From an optimization exercise on the open Yosys and OpenROAD flow, aimed at a short achievable clock period and few clock cycles per item; shortcuts taken in it are not production practice.
Function was checked by simulation only, so behaviour that the tests miss may differ from the original.
Power is estimated from default activity; no workload was simulated.

==> flow/design.v <==
`default_nettype none
package rv32i_pkg;
    localparam int xlen = 32;
    typedef logic [xlen-1:0] rv32i_word;
    typedef logic [4:0]      rv32i_reg;
    localparam rv32i_word reset_pc  = 32'h0000_0000;
    localparam rv32i_word nop_instr = 32'h0000_0013;
    typedef enum logic [6:0] {
        op_lui   = 7'b0110111,
        op_auipc = 7'b0010111,
        op_jal   = 7'b1101111,
        op_jalr  = 7'b1100111,
        op_br    = 7'b1100011,
        op_imm   = 7'b0010011,
        op_reg   = 7'b0110011
    } rv32i_opcode_t;
    typedef enum logic [3:0] {
        alu_add,
        alu_sub,
        alu_sll,
        alu_slt,
        alu_sltu,
        alu_xor,
        alu_srl,
        alu_sra,
        alu_or,
        alu_and,
        alu_pass_b
    } alu_ops_t;
    typedef enum logic [2:0] {
        beq  = 3'b000,
        bne  = 3'b001,
        blt  = 3'b100,
        bge  = 3'b101,
        bltu = 3'b110,
        bgeu = 3'b111
    } cmp_ops_t;
    typedef enum logic {
        rs1_out = 1'b0,
        pc_out  = 1'b1
    } alumux1_sel_t;
    typedef enum logic [2:0] {
        i_imm   = 3'd0,
        u_imm   = 3'd1,
        b_imm   = 3'd2,
        j_imm   = 3'd3,
        rs2_out = 3'd4
    } alumux2_sel_t;
endpackage
`default_nettype wire
`timescale 1ns/1ps
`default_nettype none
module fetch_unit
(
    input  logic                clk,
    input  logic                rst,
    input  logic                stall,
    input  logic                br_taken,
    input  rv32i_pkg::rv32i_word br_target,
    output rv32i_pkg::rv32i_word pc
);
    always_ff @(posedge clk)
    begin
        if (rst)
        begin
            pc <= rv32i_pkg::reset_pc;
        end
        else if (br_taken)
        begin
            pc <= br_target;
        end
        else if (!stall)
        begin
            pc <= pc + 32'd4;
        end
    end
endmodule
`default_nettype wire
`timescale 1ns/1ps
`default_nettype none
module regfile
(
    input  logic                 clk,
    input  logic                 rst,
    input  logic                 load,
    input  rv32i_pkg::rv32i_word in,
    input  rv32i_pkg::rv32i_reg  src_a,
    input  rv32i_pkg::rv32i_reg  src_b,
    input  rv32i_pkg::rv32i_reg  dest,
    output rv32i_pkg::rv32i_word reg_a,
    output rv32i_pkg::rv32i_word reg_b
);
    rv32i_pkg::rv32i_word data [1:31];
    always_ff @(posedge clk)
    begin
        if (rst)
        begin
            for (int i = 1; i < 32; i++)
            begin
                data[i] <= '0;
            end
        end
        else if (load && dest != 5'd0)
        begin
            data[dest] <= in;
        end
    end
    always_comb
    begin
        if (src_a == 5'd0)
            reg_a = '0;
        else if (load && dest == src_a)
            reg_a = in;
        else
            reg_a = data[src_a];
        if (src_b == 5'd0)
            reg_b = '0;
        else if (load && dest == src_b)
            reg_b = in;
        else
            reg_b = data[src_b];
    end
endmodule
`default_nettype wire
`timescale 1ns/1ps
`default_nettype none
module control_rom
(
    input  rv32i_pkg::rv32i_word     instr,
    output rv32i_pkg::alu_ops_t      alu_op,
    output rv32i_pkg::cmp_ops_t      cmp_op,
    output rv32i_pkg::alumux1_sel_t  alumux1_sel,
    output rv32i_pkg::alumux2_sel_t  alumux2_sel,
    output logic                     is_branch,
    output logic                     is_jump,
    output logic                     is_jalr,
    output logic                     wen,
    output logic                     valid,
    output logic                     uses_rs1,
    output logic                     uses_rs2
);
    logic [2:0] funct3;
    logic [6:0] funct7;
    logic       alt;
    logic       f7_ok;
    rv32i_pkg::alu_ops_t arith_op;
    assign funct3 = instr[14:12];
    assign funct7 = instr[31:25];
    assign alt    = funct7 == 7'b0100000;
    always_comb
    begin
        f7_ok = funct7 == 7'b0000000;
        case (funct3)
            3'b000: arith_op = rv32i_pkg::alu_add;
            3'b001: arith_op = rv32i_pkg::alu_sll;
            3'b010: arith_op = rv32i_pkg::alu_slt;
            3'b011: arith_op = rv32i_pkg::alu_sltu;
            3'b100: arith_op = rv32i_pkg::alu_xor;
            3'b101: arith_op = alt ? rv32i_pkg::alu_sra : rv32i_pkg::alu_srl;
            3'b110: arith_op = rv32i_pkg::alu_or;
            default: arith_op = rv32i_pkg::alu_and;
        endcase
        if (funct3 == 3'b101 || funct3 == 3'b000)
            f7_ok = f7_ok || alt;
    end
    always_comb
    begin
        alu_op      = rv32i_pkg::alu_add;
        cmp_op      = rv32i_pkg::cmp_ops_t'(funct3);
        alumux1_sel = rv32i_pkg::rs1_out;
        alumux2_sel = rv32i_pkg::i_imm;
        is_branch   = 1'b0;
        is_jump     = 1'b0;
        is_jalr     = 1'b0;
        wen         = 1'b0;
        valid       = 1'b0;
        uses_rs1    = 1'b0;
        uses_rs2    = 1'b0;
        case (instr[6:0])
            rv32i_pkg::op_lui:
            begin
                alu_op      = rv32i_pkg::alu_pass_b;
                alumux2_sel = rv32i_pkg::u_imm;
                wen         = 1'b1;
                valid       = 1'b1;
            end
            rv32i_pkg::op_auipc:
            begin
                alumux1_sel = rv32i_pkg::pc_out;
                alumux2_sel = rv32i_pkg::u_imm;
                wen         = 1'b1;
                valid       = 1'b1;
            end
            rv32i_pkg::op_jal:
            begin
                alumux1_sel = rv32i_pkg::pc_out;
                alumux2_sel = rv32i_pkg::j_imm;
                is_jump     = 1'b1;
                wen         = 1'b1;
                valid       = 1'b1;
            end
            rv32i_pkg::op_jalr:
            begin
                is_jump  = funct3 == 3'b000;
                is_jalr  = funct3 == 3'b000;
                wen      = funct3 == 3'b000;
                valid    = funct3 == 3'b000;
                uses_rs1 = funct3 == 3'b000;
            end
            rv32i_pkg::op_br:
            begin
                valid     = funct3[2:1] != 2'b01;
                is_branch = valid;
                uses_rs1  = valid;
                uses_rs2  = valid;
            end
            rv32i_pkg::op_imm:
            begin
                alu_op   = arith_op;
                valid    = (funct3[1:0] != 2'b01) || f7_ok;
                wen      = valid;
                uses_rs1 = valid;
            end
            rv32i_pkg::op_reg:
            begin
                alu_op      = (funct3 == 3'b000 && alt) ? rv32i_pkg::alu_sub : arith_op;
                alumux2_sel = rv32i_pkg::rs2_out;
                valid       = f7_ok;
                wen         = valid;
                uses_rs1    = valid;
                uses_rs2    = valid;
            end
            default:
            begin
                valid = 1'b0;
            end
        endcase
    end
endmodule
`default_nettype wire
`timescale 1ns/1ps
`default_nettype none
module hazard_unit
(
    input  rv32i_pkg::rv32i_reg src_a,
    input  rv32i_pkg::rv32i_reg src_b,
    input  logic                uses_rs1,
    input  logic                uses_rs2,
    input  rv32i_pkg::rv32i_reg ex_rd,
    input  logic                ex_wen,
    input  logic                ex_valid,
    output logic                bubble
);
    logic ex_writes;
    logic hit_a;
    logic hit_b;
    assign ex_writes = ex_valid && ex_wen;
    assign hit_a = uses_rs1 && src_a != 5'd0 && src_a == ex_rd;
    assign hit_b = uses_rs2 && src_b != 5'd0 && src_b == ex_rd;
    assign bubble = ex_writes && (hit_a || hit_b);
endmodule
`default_nettype wire
`timescale 1ns/1ps
`default_nettype none
module instruction_decode
(
    input  logic                     clk,
    input  logic                     rst,
    input  logic                     br_taken,
    input  rv32i_pkg::rv32i_word     pc,
    input  rv32i_pkg::rv32i_word     instr,
    input  rv32i_pkg::rv32i_word     wb_value,
    input  rv32i_pkg::rv32i_reg      wb_rd,
    input  logic                     wb_wen,
    output logic                     stall,
    output logic                     ex_valid,
    output rv32i_pkg::rv32i_word     ex_pc,
    output rv32i_pkg::rv32i_word     ex_alu_a,
    output rv32i_pkg::rv32i_word     ex_alu_b,
    output rv32i_pkg::rv32i_word     ex_rs1,
    output rv32i_pkg::rv32i_word     ex_rs2,
    output rv32i_pkg::alu_ops_t      ex_alu_op,
    output rv32i_pkg::cmp_ops_t      ex_cmp_op,
    output logic                     ex_is_branch,
    output logic                     ex_is_jump,
    output logic                     ex_is_jalr,
    output rv32i_pkg::rv32i_reg      ex_rd,
    output logic                     ex_wen,
    output rv32i_pkg::rv32i_word     ex_imm
);
    rv32i_pkg::rv32i_word dec_instr;
    rv32i_pkg::rv32i_word i_imm;
    rv32i_pkg::rv32i_word u_imm;
    rv32i_pkg::rv32i_word b_imm;
    rv32i_pkg::rv32i_word j_imm;
    rv32i_pkg::rv32i_word reg_a;
    rv32i_pkg::rv32i_word reg_b;
    rv32i_pkg::rv32i_word alu_a;
    rv32i_pkg::rv32i_word alu_b;
    rv32i_pkg::alu_ops_t     alu_op;
    rv32i_pkg::cmp_ops_t     cmp_op;
    rv32i_pkg::alumux1_sel_t alumux1_sel;
    rv32i_pkg::alumux2_sel_t alumux2_sel;
    logic is_branch, is_jump, is_jalr, wen, valid, uses_rs1, uses_rs2;
    assign dec_instr = br_taken ? rv32i_pkg::nop_instr : instr;
    assign i_imm = {{21{dec_instr[31]}}, dec_instr[30:20]};
    assign u_imm = {dec_instr[31:12], 12'h000};
    assign b_imm = {{20{dec_instr[31]}}, dec_instr[7], dec_instr[30:25],
                    dec_instr[11:8], 1'b0};
    assign j_imm = {{12{dec_instr[31]}}, dec_instr[19:12], dec_instr[20],
                    dec_instr[30:21], 1'b0};
    regfile regfile
    (
        .clk   (clk),
        .rst   (rst),
        .load  (wb_wen),
        .in    (wb_value),
        .src_a (dec_instr[19:15]),
        .src_b (dec_instr[24:20]),
        .dest  (wb_rd),
        .reg_a (reg_a),
        .reg_b (reg_b)
    );
    control_rom control_rom
    (
        .instr       (dec_instr),
        .alu_op      (alu_op),
        .cmp_op      (cmp_op),
        .alumux1_sel (alumux1_sel),
        .alumux2_sel (alumux2_sel),
        .is_branch   (is_branch),
        .is_jump     (is_jump),
        .is_jalr     (is_jalr),
        .wen         (wen),
        .valid       (valid),
        .uses_rs1    (uses_rs1),
        .uses_rs2    (uses_rs2)
    );
    hazard_unit hazard_unit
    (
        .src_a    (dec_instr[19:15]),
        .src_b    (dec_instr[24:20]),
        .uses_rs1 (uses_rs1),
        .uses_rs2 (uses_rs2),
        .ex_rd    (ex_rd),
        .ex_wen   (ex_wen),
        .ex_valid (ex_valid),
        .bubble   (stall)
    );
    always_comb
    begin
        alu_a = (alumux1_sel == rv32i_pkg::pc_out) ? pc : reg_a;
        case (alumux2_sel)
            rv32i_pkg::i_imm: alu_b = i_imm;
            rv32i_pkg::u_imm: alu_b = u_imm;
            rv32i_pkg::b_imm: alu_b = b_imm;
            rv32i_pkg::j_imm: alu_b = j_imm;
            default:          alu_b = reg_b;
        endcase
    end
    always_ff @(posedge clk)
    begin
        if (rst || br_taken || stall)
        begin
            ex_valid     <= 1'b0;
            ex_wen       <= 1'b0;
            ex_is_branch <= 1'b0;
            ex_is_jump   <= 1'b0;
            ex_is_jalr   <= 1'b0;
        end
        else
        begin
            ex_valid     <= valid;
            ex_wen       <= wen;
            ex_is_branch <= is_branch;
            ex_is_jump   <= is_jump;
            ex_is_jalr   <= is_jalr;
            ex_pc        <= pc;
            ex_alu_a     <= alu_a;
            ex_alu_b     <= alu_b;
            ex_rs1       <= reg_a;
            ex_rs2       <= reg_b;
            ex_alu_op    <= alu_op;
            ex_cmp_op    <= cmp_op;
            ex_rd        <= dec_instr[11:7];
            ex_imm       <= b_imm;
        end
    end
endmodule
`default_nettype wire
`timescale 1ns/1ps
`default_nettype none
module execute_stage
(
    input  logic                 clk,
    input  logic                 rst,
    input  logic                 ex_valid,
    input  rv32i_pkg::rv32i_word ex_pc,
    input  rv32i_pkg::rv32i_word ex_alu_a,
    input  rv32i_pkg::rv32i_word ex_alu_b,
    input  rv32i_pkg::rv32i_word ex_rs1,
    input  rv32i_pkg::rv32i_word ex_rs2,
    input  rv32i_pkg::alu_ops_t  ex_alu_op,
    input  rv32i_pkg::cmp_ops_t  ex_cmp_op,
    input  logic                 ex_is_branch,
    input  logic                 ex_is_jump,
    input  logic                 ex_is_jalr,
    input  rv32i_pkg::rv32i_reg  ex_rd,
    input  logic                 ex_wen,
    input  rv32i_pkg::rv32i_word ex_imm,
    output logic                 br_taken,
    output rv32i_pkg::rv32i_word br_target,
    output logic                 wb_wen,
    output rv32i_pkg::rv32i_reg  wb_rd,
    output rv32i_pkg::rv32i_word wb_value,
    output logic                 retire_valid,
    output rv32i_pkg::rv32i_word retire_pc,
    output rv32i_pkg::rv32i_reg  retire_rd,
    output rv32i_pkg::rv32i_word retire_value
);
    rv32i_pkg::rv32i_word alu_out;
    rv32i_pkg::rv32i_word result;
    logic                 cmp_true;
    always_comb
    begin
        case (ex_alu_op)
            rv32i_pkg::alu_sub:    alu_out = ex_alu_a - ex_alu_b;
            rv32i_pkg::alu_sll:    alu_out = ex_alu_a << ex_alu_b[4:0];
            rv32i_pkg::alu_slt:    alu_out = {31'd0, $signed(ex_alu_a) < $signed(ex_alu_b)};
            rv32i_pkg::alu_sltu:   alu_out = {31'd0, ex_alu_a < ex_alu_b};
            rv32i_pkg::alu_xor:    alu_out = ex_alu_a ^ ex_alu_b;
            rv32i_pkg::alu_srl:    alu_out = ex_alu_a >> ex_alu_b[4:0];
            rv32i_pkg::alu_sra:    alu_out = $signed(ex_alu_a) >>> ex_alu_b[4:0];
            rv32i_pkg::alu_or:     alu_out = ex_alu_a | ex_alu_b;
            rv32i_pkg::alu_and:    alu_out = ex_alu_a & ex_alu_b;
            rv32i_pkg::alu_pass_b: alu_out = ex_alu_b;
            default:               alu_out = ex_alu_a + ex_alu_b;
        endcase
        case (ex_cmp_op)
            rv32i_pkg::beq:  cmp_true = ex_rs1 == ex_rs2;
            rv32i_pkg::bne:  cmp_true = ex_rs1 != ex_rs2;
            rv32i_pkg::blt:  cmp_true = $signed(ex_rs1) < $signed(ex_rs2);
            rv32i_pkg::bge:  cmp_true = $signed(ex_rs1) >= $signed(ex_rs2);
            rv32i_pkg::bltu: cmp_true = ex_rs1 < ex_rs2;
            default:         cmp_true = ex_rs1 >= ex_rs2;
        endcase
    end
    assign br_taken  = ex_valid && (ex_is_jump || (ex_is_branch && cmp_true));
    assign br_target = !ex_is_jump ? ex_pc + ex_imm
                     : ex_is_jalr ? {alu_out[31:1], 1'b0} : alu_out;
    assign result    = ex_is_jump ? ex_pc + 32'd4 : alu_out;
    always_ff @(posedge clk)
    begin
        if (rst)
        begin
            retire_valid <= 1'b0;
            wb_wen       <= 1'b0;
        end
        else
        begin
            retire_valid <= ex_valid;
            wb_wen       <= ex_valid && ex_wen;
        end
        retire_pc    <= ex_pc;
        retire_rd    <= ex_is_branch ? 5'd0 : ex_rd;
        retire_value <= ex_is_branch ? '0 : result;
    end
    assign wb_rd    = retire_rd;
    assign wb_value = retire_value;
endmodule
`default_nettype wire
`timescale 1ns/1ps
`default_nettype none
module rv32i_core
(
    input  logic                 clk,
    input  logic                 rst,
    output rv32i_pkg::rv32i_word fetch_pc,
    input  rv32i_pkg::rv32i_word fetch_instr,
    output logic                 retire_valid,
    output rv32i_pkg::rv32i_word retire_pc,
    output rv32i_pkg::rv32i_reg  retire_rd,
    output rv32i_pkg::rv32i_word retire_value
);
    logic                 stall;
    logic                 br_taken;
    rv32i_pkg::rv32i_word br_target;
    logic                 wb_wen;
    rv32i_pkg::rv32i_reg  wb_rd;
    rv32i_pkg::rv32i_word wb_value;
    logic                 ex_valid, ex_is_branch, ex_is_jump, ex_is_jalr, ex_wen;
    rv32i_pkg::rv32i_word ex_pc, ex_alu_a, ex_alu_b, ex_rs1, ex_rs2, ex_imm;
    rv32i_pkg::alu_ops_t  ex_alu_op;
    rv32i_pkg::cmp_ops_t  ex_cmp_op;
    rv32i_pkg::rv32i_reg  ex_rd;
    fetch_unit fetch_unit
    (
        .clk       (clk),
        .rst       (rst),
        .stall     (stall),
        .br_taken  (br_taken),
        .br_target (br_target),
        .pc        (fetch_pc)
    );
    instruction_decode instruction_decode
    (
        .clk (clk), .rst (rst), .br_taken (br_taken),
        .pc (fetch_pc), .instr (fetch_instr),
        .wb_value (wb_value), .wb_rd (wb_rd), .wb_wen (wb_wen),
        .stall (stall),
        .ex_valid (ex_valid), .ex_pc (ex_pc),
        .ex_alu_a (ex_alu_a), .ex_alu_b (ex_alu_b),
        .ex_rs1 (ex_rs1), .ex_rs2 (ex_rs2),
        .ex_alu_op (ex_alu_op), .ex_cmp_op (ex_cmp_op),
        .ex_is_branch (ex_is_branch), .ex_is_jump (ex_is_jump),
        .ex_is_jalr (ex_is_jalr),
        .ex_rd (ex_rd), .ex_wen (ex_wen), .ex_imm (ex_imm)
    );
    execute_stage execute_stage
    (
        .clk (clk), .rst (rst),
        .ex_valid (ex_valid), .ex_pc (ex_pc),
        .ex_alu_a (ex_alu_a), .ex_alu_b (ex_alu_b),
        .ex_rs1 (ex_rs1), .ex_rs2 (ex_rs2),
        .ex_alu_op (ex_alu_op), .ex_cmp_op (ex_cmp_op),
        .ex_is_branch (ex_is_branch), .ex_is_jump (ex_is_jump),
        .ex_is_jalr (ex_is_jalr),
        .ex_rd (ex_rd), .ex_wen (ex_wen), .ex_imm (ex_imm),
        .br_taken (br_taken), .br_target (br_target),
        .wb_wen (wb_wen), .wb_rd (wb_rd), .wb_value (wb_value),
        .retire_valid (retire_valid), .retire_pc (retire_pc),
        .retire_rd (retire_rd), .retire_value (retire_value)
    );
endmodule
`default_nettype wire
==> flow/run.sh <==
#!/bin/bash
# synth_recipe.tcl (not shown) runs the flow's synth.tcl, then flattens the netlist and writes it again
# the make line also repeats each setting of config.mk as NAME=value (left out here)
make -C /OpenROAD-flow-scripts/flow DESIGN_CONFIG=/design/flow/config.mk WORK_HOME=/design/flow/orfs CLKGATE_MAP_FILE= SYNTH_SCRIPT=/design/flow/synth_recipe.tcl finish
==> flow/config.mk <==
export PLATFORM = sky130hd
export DESIGN_NAME = rv32i_core
export DESIGN_NICKNAME = rv32i_core
export VERILOG_FILES = /design/flow/design.v
export SDC_FILE = /design/flow/constraint.sdc
export NUM_CORES = 4
export LEC_CHECK = 0
export CAP_MARGIN = 20
export CORE_MARGIN = 2
export CORE_UTILIZATION = 30
export SLEW_MARGIN = 20
==> flow/constraint.sdc <==
create_clock -name core_clock -period 7.0 [get_ports {clk}]
set_input_delay 1.4000 -clock core_clock [delete_from_list [all_inputs] [get_ports {clk}]]
set_output_delay 1.4000 -clock core_clock [all_outputs]
set_load 0.01 [all_outputs]
==> metrics.md <==
| Metric | Value |
|---|---|
| Inst Count DP | `11,080` |
| # resized after CTS | `0` |
| Global-route wire length before repair | `506,500 um` |
| Mapped Area | `80,680 um2` |
| Vias in the first global route | `around 66,000` |
| Seq/Total Area, Yosys | `between 40 and 50%` |
| Max VDD drop | `approximately 0.22 mV` |
| Final Hold Vio Count | `0` |
| Hold_buf cts | `0` |
| Hold worst-path end | `execute_stage.retire_pc[1]$_DFF_P_` |
| Post-Route WL | `between 300,000 and 400,000 um` |
| Largest net degree at the start of global routing | `126` |
| Worst-path clk slew | `around 60 ps` |
| Area added between synthesis and finish | `13.69%` |
| Register bit total from synthesis | `1,311` |
| Worst Path Max Fanout | `58` |
| Root Driver | `clkbuf_16` |
| Reg2Reg Setup Slack | `620 ps` |
| Final instance area | `91,730 um2` |
| Clk_skew | `58.28 ps` |
| Cell Area, Placed | `slightly below 90,000 um2` |
| Setup violators final | `0` |
| CTS tree | `built` |
| Async set-reset flop share out of synthesis | `0%` |
| Dpl hpwl | `250,800 um` |
| Most frequent cell after synthesis | `edfxtp_1` |
| LEAKAGE | `between 30 and 40 nW` |
| CTS Sinks | `1,311` |
| Initial antenna violation count | `23` |
| GRT overflow | `0` |
| Placement Setup Slack | `772.1 ps` |
| FF-to-FF End | `instruction_decode.ex_alu_b[25]$_DFFE_PN_` |
| Pwr dens | `232.5 nW/um2` |
| Setup CP Type | `reg -> reg` |
| Net Sw Frac | `a little under a third` |
| CP Capture Type | `flop` |
| Top reg by flops | `instruction_decode.regfile.data` |
| HP Start | `instruction_decode.ex_pc[1]$_DFFE_PN_` |
| Vias | `approximately 70,000` |
| Final worst slack | `620.6 ps` |
| Number of synthesized flops with an enable pin | `1,203` |
| Prevailing post-synth register cell | `edfxtp_1` |
| Max Slew Vio Count | `0` |
| Clk pwr share | `37.8%` |
| DRC Markers | `0` |
| Die width | `522.6 um` |
| Fin Hold WS | `roughly 440 ps` |
| NetSw | `6.718 mW` |
| # fillers | `26,740` |
| First-pass DRT Iterations | `9` |
| Worst Hold Class | `reg -> reg` |
| Clock latency (worst-skew pair) | `870 ps` |
| Synth area leaders | `edfxtp_1, and2_1, mux4_2` |
| Fin nets | `around 7,900` |
| Status | `timing/DRC/antenna clean` |
| Non-filler instance count after layout | `11,380` |
| Setup TNS | `0 ps` |
| Core Region | `267,700 um2` |
| P_int | `approximately 15 mW` |
| Postcts setup bufs | `0` |
| Share of cells above drive strength 1 | `a little over an eighth` |
| Synth top cells by count | `edfxtp_1, and2_1, nor2_1` |
| Combinational power share | `18.5%` |
| Share of power burned in registers | `43.7%` |
| Critical path arrival | `roughly 6900 ps` |
| FF-to-FF path depth | `13` |
| Post-synth cell types | `103` |
| Fin crit share | `91.13%` |
| Placement row count | `190` |
| DR WL/cell | `31.70 um` |
| Die ar. | `between 200,000 and 300,000 um2` |
| Post-route ant nets | `0` |
| Hold Crit Depth | `0` |
| Max FFs per register | `1,024` |
| PortBufs | `135` |
| Leading area contributor after synthesis | `edfxtp_1` |
| Initial Utilization | `30.14%` |
| Yosys warnings | `5` |
| Vias per cell | `6.136` |
| CTS Buf Count | `153` |
| Max Freq | `156.8 MHz` |
| Iteration-0 DRC Markers | `11,540` |
| Critical path launch point type | `flop` |
| Slew margin rel. | `between 10% and 20%` |
| Total track usage | `25.64%` |
| Clock period minus final worst setup slack | `6379 ps` |
| RSZ-0062 raised after global routing | `false` |
| Cells after Synth | `roughly 8,000` |
| Synthesized area per cell | `10.39 um2` |
| Worst-Margin Slew | `1198 ps` |
| CTS HTree Levels | `4` |
| Die height | `522.6 um` |
| Total of max-cap violations | `0` |
| Clk buf depth | `3` |
| I/O pin count | `136` |
| Worst flop-to-flop path startpoint | `instruction_decode.ex_rs1[31]$_DFFE_PN_` |
| Worst Path Required | `~7500 ps` |
| Top-area cell type share of the netlist area | `about 45%` |
| Routability cong. | `1.043` |
-- power by group through the flow --
stage                     logic (mW)  clock network, mW  registers (mW)
after floorplan                 2.07                  0            9.34
after global placement          3.75                  0            9.45
after detailed placement        3.77                  0            9.46
after CTS                       3.79               8.09            9.30
after global routing            4.09               8.38            9.35
final                           3.95               8.06            9.32
-- metrics by stage --
step           utilization (%)  total power [mW]
6_report                 34.27             21.32
4_1_cts                  34.23             21.18
5_1_grt                  34.25             21.82
3_3_place_gp             32.40             13.20
3_5_place_dp             32.40             13.23
2_1_floorplan                -             11.41
-- critical path, stage by stage, from the launching register on --
cell	delay, ps
edfxtp_1	370
ha_1	500
nand4_2	190
nor4_4	550
and3_1	320
mux2_2	360
o21ai_0	260
a211oi_2	130
o221ai_4	610
buf_12	390
nand3_1	450
nand2_1	580
a21boi_0	990
o221ai_1	310
-- cell type report --
type / count / area (um2) / area share, %
inverter: 197 / 747.0 / 0.8143
tap: 3552 / 4444 / 4.845
antenna: 20 / 50.05 / 0.05456
clock buffer: 196 / 4031 / 4.395
sequential: 1311 / 38290 / 41.75
timing repair buffer: 442 / 3849 / 4.196
multi-input combinational: 5584 / 39460 / 43.01
clock inverter: 80 / 859.6 / 0.9371
-- logic make-up (layout without fill, tap and decap cells) --
kind of cell,after synthesis,in the layout,synth area share [%]
XOR/XNOR,74,74,0.8033
other,1,52,0.004648
AND/OR/NAND/NOR,2575,2575,16.71
AO/OA/AOI/OAI,2149,2149,17.88
multiplexers,590,590,10.03
adder cells (fa/ha/maj),164,164,2.571
buffers and inverters,905,915,4.553
flip-flops,1311,1311,47.45
-- metal layers --
layer	vias to the layer above	part of all wire [%]	GRT usage (%)
met4	20	5.4	11.84
li1	29000	-	-
met5	-	0.038	0
met2	5230	43	38.19
met1	34550	38	32.99
met3	1039	14	9.252
-- worst max-delay path by stage --
stage | startpoint | endpoint | slack [ps] | cells after the start
global route | instruction_decode.ex_rs1[31]$_DFFE_PN_ | instruction_decode.ex_alu_b[25]$_DFFE_PN_ | 610 | 13
detailed placement | instruction_decode.ex_rs1[26]$_DFFE_PN_ | instruction_decode.ex_alu_b[25]$_DFFE_PN_ | 770 | 14
CTS | instruction_decode.ex_rs1[26]$_DFFE_PN_ | instruction_decode.ex_alu_b[25]$_DFFE_PN_ | 750 | 14
global placement | instruction_decode.ex_rs2[31]$_DFFE_PN_ | instruction_decode.ex_alu_b[26]$_DFFE_PN_ | 870 | 14
finish | instruction_decode.ex_rs1[31]$_DFFE_PN_ | instruction_decode.ex_alu_b[25]$_DFFE_PN_ | 620 | 13
floorplan | fetch_instr[27] | instruction_decode.ex_alu_a[0]$_DFFE_PN_ | 220 | 12
-- cells in the final DEF, fill, tap and decap left out, drive strengths merged, types with 49 or more instances in the layout --
cell type / n
edfxtp: 1203
and2: 1033
nor2: 566
a21oi: 499
o21ai: 474
nand2: 418
buf: 314
mux2i: 255
inv: 197
clkbuf: 197
nand3: 189
mux2: 178
ha: 161
mux4: 157
clkdlybuf4s50: 127
nor3: 121
a31oi: 109
dfxtp: 108
a211oi: 101
o22ai: 95
a21o: 81
a221oi: 80
o221ai: 78
a22oi: 67
o211ai: 63
clkinv: 63
a221o: 52
and3: 49
Testbench counts, summed over its fixed seeds: cycles 197,010, instrs 130,699.

[separate check: timing with driven ports]
How much do the figures lean on ideal ports? The routed layout below was timed once more, with nothing changed but the port constraints. Step 1 assumes that a clkbuf_16 drives the clock port and a buf_2 every other input. Step 2 moves the port delays by t, midway between the first and last clock arrival at a register: inputs arrive t later, outputs are due t later. That takes back most of the time a late clock gives input paths. Three values: ideal ports, drivers, drivers and shift; two values: the first two.
shift t [ns]: 0.937
setup slack, ns: 0.621 / 0.621 / 0.621
slew at the worst register clock pin (ns): 0.07 / 0.07
After both steps setup and hold are still met in this run. For this run, drivers alone change the setup slack by 0.000 ns; drivers and shift together by 0.000 ns.
